This is an optimization exercise on Yosys and OpenROAD, whose aim is small area, a short achievable clock period and few clock cycles per item, not a production implementation. The RTL was checked by simulation tests, not by an equivalence proof against the original design.

==> branch amber: inputs <==
==> flow/design.v <==
package olist_pkg;
  localparam int unsigned ValueW = 32;
  typedef enum logic [1:0] {
    OP_PUSH_FRONT = 2'd0,
    OP_PUSH_BACK  = 2'd1,
    OP_DELETE     = 2'd2,
    OP_READ_OUT   = 2'd3
  } op_t;
  typedef enum logic [1:0] {
    ST_OK        = 2'd0,
    ST_EMPTY     = 2'd1,
    ST_NOT_FOUND = 2'd2,
    ST_FULL      = 2'd3
  } status_t;
endpackage
module ordered_list_engine_unit (
  input  logic         clk,
  input  logic         rst_n,
  input  logic         in_valid,
  output logic         in_ready,
  input  logic [1:0]   in_operation,
  input  logic signed [31:0] in_value,
  output logic         out_valid,
  input  logic         out_ready,
  output logic signed [31:0] out_item_value,
  output logic [1:0]   out_status,
  output logic         out_last
);
  localparam int N = 16;
  localparam int W = olist_pkg::ValueW;
  logic         va;
  logic [1:0]   opa;
  logic [W-1:0] vala;
  logic         vb;
  logic [1:0]   opb;
  logic [W-1:0] valb;
  logic [N-1:0] mb;      
  logic [N-1:0] rr;      
  logic [W-1:0] cells [N];
  logic [N-1:0] occ;
  logic         ov, sv;
  logic [W+2:0] od, sd;
  logic         ir;
  logic go, empty, full, found, rd_last, b_done, b_free, xfer;
  logic pf_go, pb_go, del_go, rd_go;
  logic [N-1:0] m, ah, first_free, last_pos;
  logic [N-1:0] sl, sr, st;
  logic [W-1:0] tdata;
  assign go      = vb && !sv;
  assign empty   = !occ[0];
  assign full    = occ[N-1];
  assign m       = mb & occ;
  assign found   = |m;
  assign rd_last = !rr[1];
  always_comb begin
    ah[0] = m[0];
    for (int i = 1; i < N; i++) ah[i] = ah[i-1] | m[i];
    for (int i = 0; i < N; i++) begin
      first_free[i] = ((i == 0) ? 1'b1 : occ[(i == 0) ? 0 : i-1]) & !occ[i];
      last_pos[i]   = occ[i] & ((i == N-1) ? 1'b1 : !occ[(i == N-1) ? i : i+1]);
    end
  end
  assign pf_go  = go && opb == olist_pkg::OP_PUSH_FRONT && !full;
  assign pb_go  = go && opb == olist_pkg::OP_PUSH_BACK  && !full;
  assign del_go = go && opb == olist_pkg::OP_DELETE     && found;
  assign rd_go  = go && opb == olist_pkg::OP_READ_OUT   && !empty;
  assign b_done = go && (opb != olist_pkg::OP_READ_OUT || empty || rd_last);
  assign b_free = !vb || b_done;
  assign xfer   = va && b_free;
  always_comb begin
    for (int i = 0; i < N; i++) begin
      sl[i] = pf_go;
      sr[i] = (del_go && ah[i]) || (rd_go && !last_pos[i]);
      st[i] = (pb_go && first_free[i]) || (rd_go && last_pos[i]);
    end
  end
  assign tdata = opb[1] ? cells[0] : valb;
  always_ff @(posedge clk) begin
    for (int i = 0; i < N; i++) begin
      if (sl[i])      cells[i] <= (i == 0) ? valb : cells[(i == 0) ? 0 : i-1];
      else if (sr[i]) cells[i] <= cells[(i == N-1) ? i : i+1];
      else if (st[i]) cells[i] <= tdata;
    end
  end
  logic [N-1:0] occ_nxt;
  always_comb begin
    occ_nxt = occ;
    if (pf_go || pb_go) occ_nxt = {occ[N-2:0], 1'b1};
    else if (del_go)    occ_nxt = {1'b0, occ[N-1:1]};
  end
  logic [N-1:0] raw, corr;
  logic         eqv;
  always_comb begin
    for (int i = 0; i < N; i++) raw[i] = (cells[i] == vala);
    eqv = (valb == vala);
    for (int i = 0; i < N; i++) begin
      corr[i] = raw[i];
      if (sl[i])      corr[i] = (i == 0) ? eqv : raw[(i == 0) ? 0 : i-1];
      else if (sr[i]) corr[i] = (i == N-1) ? raw[i] : raw[(i == N-1) ? i : i+1];
      else if (st[i]) corr[i] = opb[1] ? raw[0] : eqv;
    end
  end
  logic acc;
  assign acc = in_valid && ir;
  logic [1:0]   opb_nxt;
  logic [N-1:0] rr_nxt;
  logic         va_nxt, vb_nxt;
  assign va_nxt  = acc || (va && !xfer);
  assign vb_nxt  = xfer || (vb && !b_done);
  assign opb_nxt = xfer ? opa : opb;
  always_comb begin
    rr_nxt = rr;
    if (xfer)       rr_nxt = occ_nxt;
    else if (rd_go) rr_nxt = {1'b0, rr[N-1:1]};
  end
  always_ff @(posedge clk) begin
    if (acc) begin
      opa  <= in_operation;
      vala <= in_value;
    end
    if (xfer) begin
      opb  <= opa;
      valb <= vala;
      mb   <= corr;
    end
    rr <= rr_nxt;
  end
  logic [W+2:0] res;
  logic [1:0]   rstat;
  always_comb begin
    unique case (opb)
      olist_pkg::OP_PUSH_FRONT,
      olist_pkg::OP_PUSH_BACK: rstat = full ? olist_pkg::ST_FULL : olist_pkg::ST_OK;
      olist_pkg::OP_DELETE:    rstat = empty ? olist_pkg::ST_EMPTY :
                                       found ? olist_pkg::ST_OK : olist_pkg::ST_NOT_FOUND;
      default:                 rstat = empty ? olist_pkg::ST_EMPTY : olist_pkg::ST_OK;
    endcase
    res = {(opb == olist_pkg::OP_READ_OUT && !empty) ? cells[0] : '0,
           rstat,
           (opb == olist_pkg::OP_READ_OUT && !empty) ? rd_last : 1'b1};
  end
  logic ofree, sv_nxt;
  assign ofree  = !ov || out_ready;
  assign sv_nxt = ofree ? 1'b0 : (sv || go);
  always_ff @(posedge clk) begin
    if (ofree) od <= sv ? sd : res;
    if (!ofree && go) sd <= res;
  end
  logic ir_nxt;
  assign ir_nxt = !va_nxt || !vb_nxt ||
                  (!sv_nxt && (opb_nxt != olist_pkg::OP_READ_OUT || !occ_nxt[0] || !rr_nxt[1]));
  always_ff @(posedge clk) begin
    if (!rst_n) begin
      va  <= 1'b0;
      vb  <= 1'b0;
      occ <= '0;
      ov  <= 1'b0;
      sv  <= 1'b0;
      ir  <= 1'b1;
    end else begin
      va  <= va_nxt;
      vb  <= vb_nxt;
      occ <= occ_nxt;
      ov  <= ofree ? (sv || go) : 1'b1;
      sv  <= sv_nxt;
      ir  <= ir_nxt;
    end
  end
  assign in_ready       = ir;
  assign out_valid      = ov;
  assign out_item_value = od[W+2:3];
  assign out_status     = od[2:1];
  assign out_last       = od[0];
endmodule
==> flow/run.sh <==
#!/bin/bash
# synth_recipe.tcl (not shown) runs the flow's synth.tcl, then flattens the netlist and writes it again
# the make line also repeats each setting of config.mk as NAME=value (left out here)
make -C /OpenROAD-flow-scripts/flow DESIGN_CONFIG=/design/flow/config.mk WORK_HOME=/design/flow/orfs CLKGATE_MAP_FILE= SYNTH_SCRIPT=/design/flow/synth_recipe.tcl finish
==> flow/config.mk <==
export PLATFORM = sky130hd
export DESIGN_NAME = ordered_list_engine_unit
export DESIGN_NICKNAME = ordered_list_engine_unit
export VERILOG_FILES = /design/flow/design.v
export SDC_FILE = /design/flow/constraint.sdc
export NUM_CORES = 4
export LEC_CHECK = 0
export CAP_MARGIN = 20
export CORE_MARGIN = 2
export CORE_UTILIZATION = 50
export SLEW_MARGIN = 20
==> flow/constraint.sdc <==
create_clock -name core_clock -period 4.5 [get_ports {clk}]
set_input_delay 0.9000 -clock core_clock [delete_from_list [all_inputs] [get_ports {clk}]]
set_output_delay 0.9000 -clock core_clock [all_outputs]
set_load 0.01 [all_outputs]
==> branch ember (differences from branch amber) <==
==> flow/design.v, changed modules only <==
module ordered_list_engine_unit (
  input  logic         clk,
  input  logic         rst_n,
  input  logic         in_valid,
  output logic         in_ready,
  input  logic [1:0]   in_operation,
  input  logic signed [31:0] in_value,
  output logic         out_valid,
  input  logic         out_ready,
  output logic signed [31:0] out_item_value,
  output logic [1:0]   out_status,
  output logic         out_last
);
  localparam int N = 16;
  localparam int W = olist_pkg::ValueW;
  logic         va;
  logic [1:0]   opa;
  logic [W-1:0] vala;
  logic         vb;
  logic [1:0]   opb;
  logic [W-1:0] valb;
  logic [N-1:0] mb;      
  logic [3:0]   rk;      
  logic         rl;      
  logic         pd;      
  logic [W-1:0] cells [N];
  logic [N-1:0] occ;
  logic         ov;
  logic [W+2:0] od;
  logic ofree, go, empty, full, found, b_done, b_free, xfer;
  logic pf_go, pb_go, del_go, del_op, rd_go;
  logic [N-1:0] ah, first_free, last_pos;
  logic [N-1:0] sl, sr, st, sh;
  logic [W-1:0] tdata;
  assign ofree = !ov || out_ready;
  assign go    = vb && ofree;
  assign empty = !occ[0];
  assign full  = occ[N-1];
  assign found = |mb;
  always_comb begin
    ah[0] = mb[0];
    for (int i = 1; i < N; i++) ah[i] = ah[i-1] | mb[i];
    for (int i = 0; i < N; i++) begin
      first_free[i] = ((i == 0) ? 1'b1 : occ[(i == 0) ? 0 : i-1]) & !occ[i];
      last_pos[i]   = occ[i] & ((i == N-1) ? 1'b1 : !occ[(i == N-1) ? i : i+1]);
    end
  end
  assign pf_go  = go && opb == olist_pkg::OP_PUSH_FRONT && !full;
  assign pb_go  = go && opb == olist_pkg::OP_PUSH_BACK  && !full;
  assign del_op = go && opb == olist_pkg::OP_DELETE;
  assign del_go = del_op && found;
  assign rd_go  = go && opb == olist_pkg::OP_READ_OUT   && !empty;
  assign b_done = go && pd;
  assign b_free = !vb || b_done;
  assign xfer   = va && b_free;
  always_comb begin
    for (int i = 0; i < N; i++) begin
      sl[i] = pf_go;
      sr[i] = (del_op && ah[i]) || (rd_go && !last_pos[i]);
      st[i] = (pb_go && first_free[i]) || (rd_go && last_pos[i]);
      sh[i] = !(sl[i] || sr[i] || st[i]);
    end
  end
  assign tdata = opb[1] ? cells[0] : valb;
  logic [W-1:0] cells_nxt [N];
  always_comb begin
    for (int i = 0; i < N; i++) begin
      cells_nxt[i] = ({W{sh[i]}} & cells[i])
                   | ({W{sl[i]}} & ((i == 0) ? valb : cells[(i == 0) ? 0 : i-1]))
                   | ({W{sr[i]}} & cells[(i == N-1) ? i : i+1])
                   | ({W{st[i]}} & tdata);
    end
  end
  always_ff @(posedge clk) begin
    for (int i = 0; i < N; i++) cells[i] <= cells_nxt[i];
  end
  logic [N-1:0] occ_nxt;
  always_comb begin
    occ_nxt = occ;
    if (pf_go || pb_go) occ_nxt = {occ[N-2:0], 1'b1};
    else if (del_go)    occ_nxt = {1'b0, occ[N-1:1]};
  end
  logic [N-1:0] raw, corr;
  logic         eqv;
  always_comb begin
    for (int i = 0; i < N; i++) raw[i] = (cells[i] == vala);
    eqv = (valb == vala);
    for (int i = 0; i < N; i++) begin
      corr[i] = raw[i];
      if (sl[i])      corr[i] = (i == 0) ? eqv : raw[(i == 0) ? 0 : i-1];
      else if (sr[i]) corr[i] = (i == N-1) ? raw[i] : raw[(i == N-1) ? i : i+1];
      else if (st[i]) corr[i] = opb[1] ? raw[0] : eqv;
    end
  end
  logic acc;
  assign in_ready = !va || b_free;
  assign acc      = in_valid && in_ready;
  logic [1:0] opb_nxt;
  logic       va_nxt, vb_nxt, rl_nxt;
  logic [3:0] rk1;
  assign va_nxt  = acc || (va && !xfer);
  assign vb_nxt  = xfer || (vb && !b_done);
  assign opb_nxt = xfer ? opa : opb;
  assign rk1     = rk + 4'd1;
  always_comb begin
    rl_nxt = rl;
    if (xfer)       rl_nxt = !occ_nxt[1];
    else if (rd_go) rl_nxt = (rk1 == 4'(N-1)) ? 1'b1 : !occ[rk1 + 4'd1];
  end
  always_ff @(posedge clk) begin
    if (acc) begin
      opa  <= in_operation;
      vala <= in_value;
    end
    if (xfer) begin
      opb  <= opa;
      valb <= vala;
      mb   <= corr & occ_nxt;
      rk   <= '0;
    end else if (rd_go) begin
      rk   <= rk1;
    end
    rl <= rl_nxt;
    pd <= opb_nxt != olist_pkg::OP_READ_OUT || !occ_nxt[0] || rl_nxt;
  end
  logic [W+2:0] res;
  logic [1:0]   rstat;
  always_comb begin
    unique case (opb)
      olist_pkg::OP_PUSH_FRONT,
      olist_pkg::OP_PUSH_BACK: rstat = full ? olist_pkg::ST_FULL : olist_pkg::ST_OK;
      olist_pkg::OP_DELETE:    rstat = empty ? olist_pkg::ST_EMPTY :
                                       found ? olist_pkg::ST_OK : olist_pkg::ST_NOT_FOUND;
      default:                 rstat = empty ? olist_pkg::ST_EMPTY : olist_pkg::ST_OK;
    endcase
    res = {(opb == olist_pkg::OP_READ_OUT && !empty) ? cells[0] : '0,
           rstat,
           (opb == olist_pkg::OP_READ_OUT && !empty) ? rl : 1'b1};
  end
  always_ff @(posedge clk) begin
    if (go) od <= res;
  end
  always_ff @(posedge clk) begin
    if (!rst_n) begin
      va  <= 1'b0;
      vb  <= 1'b0;
      occ <= '0;
      ov  <= 1'b0;
    end else begin
      va  <= va_nxt;
      vb  <= vb_nxt;
      occ <= occ_nxt;
      if (ofree) ov <= go;
    end
  end
  assign out_valid      = ov;
  assign out_item_value = od[W+2:3];
  assign out_status     = od[2:1];
  assign out_last       = od[0];
endmodule
- ABC_CLOCK_PERIOD_IN_PS: not set -> 2200
- CTS_BUF_LIST: not set -> sky130_fd_sc_hd__clkbuf_8
- CTS_CLUSTER_SIZE: not set -> 30
- SETUP_SLACK_MARGIN: not set -> 2.0
- TNS_END_PERCENT: not set -> 10
==> comparison <==
- Branch amber completed without violations. Branch ember completed without violations.
- Against branch amber, the maximum frequency of branch ember is larger by 34%.
- Against branch ember, the global-route usage of branch amber is higher by 2.5 points.
- In branch ember the first-iteration DRC count is lower than in branch amber, by about 2.6%.
- Of branch amber and branch ember, branch ember has the higher register-to-register slack (gap 960 ps).
- Of branch ember and branch amber, branch amber has the higher routed wire length (gap about 22%, measured against branch amber).
- Of branch ember and branch amber, branch amber has the higher cell count (gap about 6%, measured against branch amber).
- Sequential cell count: branch amber is higher than branch ember (46).
Testbench counts of branch amber, summed over its fixed seeds: cycles 14,669, items 4,800.
Testbench counts of branch ember, summed over its fixed seeds: cycles 14,669, items 4,800.

==> separate check: timing with driven ports <==
The results above use ideal ports. As a check the final layouts listed here were re-extracted and re-timed, cells and wires unchanged. Step 1, drivers: a clkbuf_16 drives clk and a buf_2 each remaining input, both assumed. Step 2 times the ports against the registers' clock, not the clock port: input delays grow and output delays shrink by t, the midpoint of the rising clock arrivals with the driver on. Three values: ideal ports, drivers, drivers and shift; two values: the first two.
| run | t, ns | slack for setup (ns) | hold slack, ns | clock arrival spread, ns | worst register clock-pin slew, ns |
|---|---|---|---|---|---|
| branch amber | 0.712 | 0.693 / 0.693 / 0.693 | 0.535 / 0.535 / 0.535 | 0.023 / 0.023 | 0.07 / 0.07 |
| branch ember | 0.802 | 1.651 / 1.651 / 1.184 | 0.468 / 0.468 / 0.468 | 0.030 / 0.030 | 0.07 / 0.07 |
After both steps setup and hold are still met in every run listed. For branch ember, which loses most, drivers alone change the setup slack by 0.000 ns; drivers and shift together by -0.467 ns.
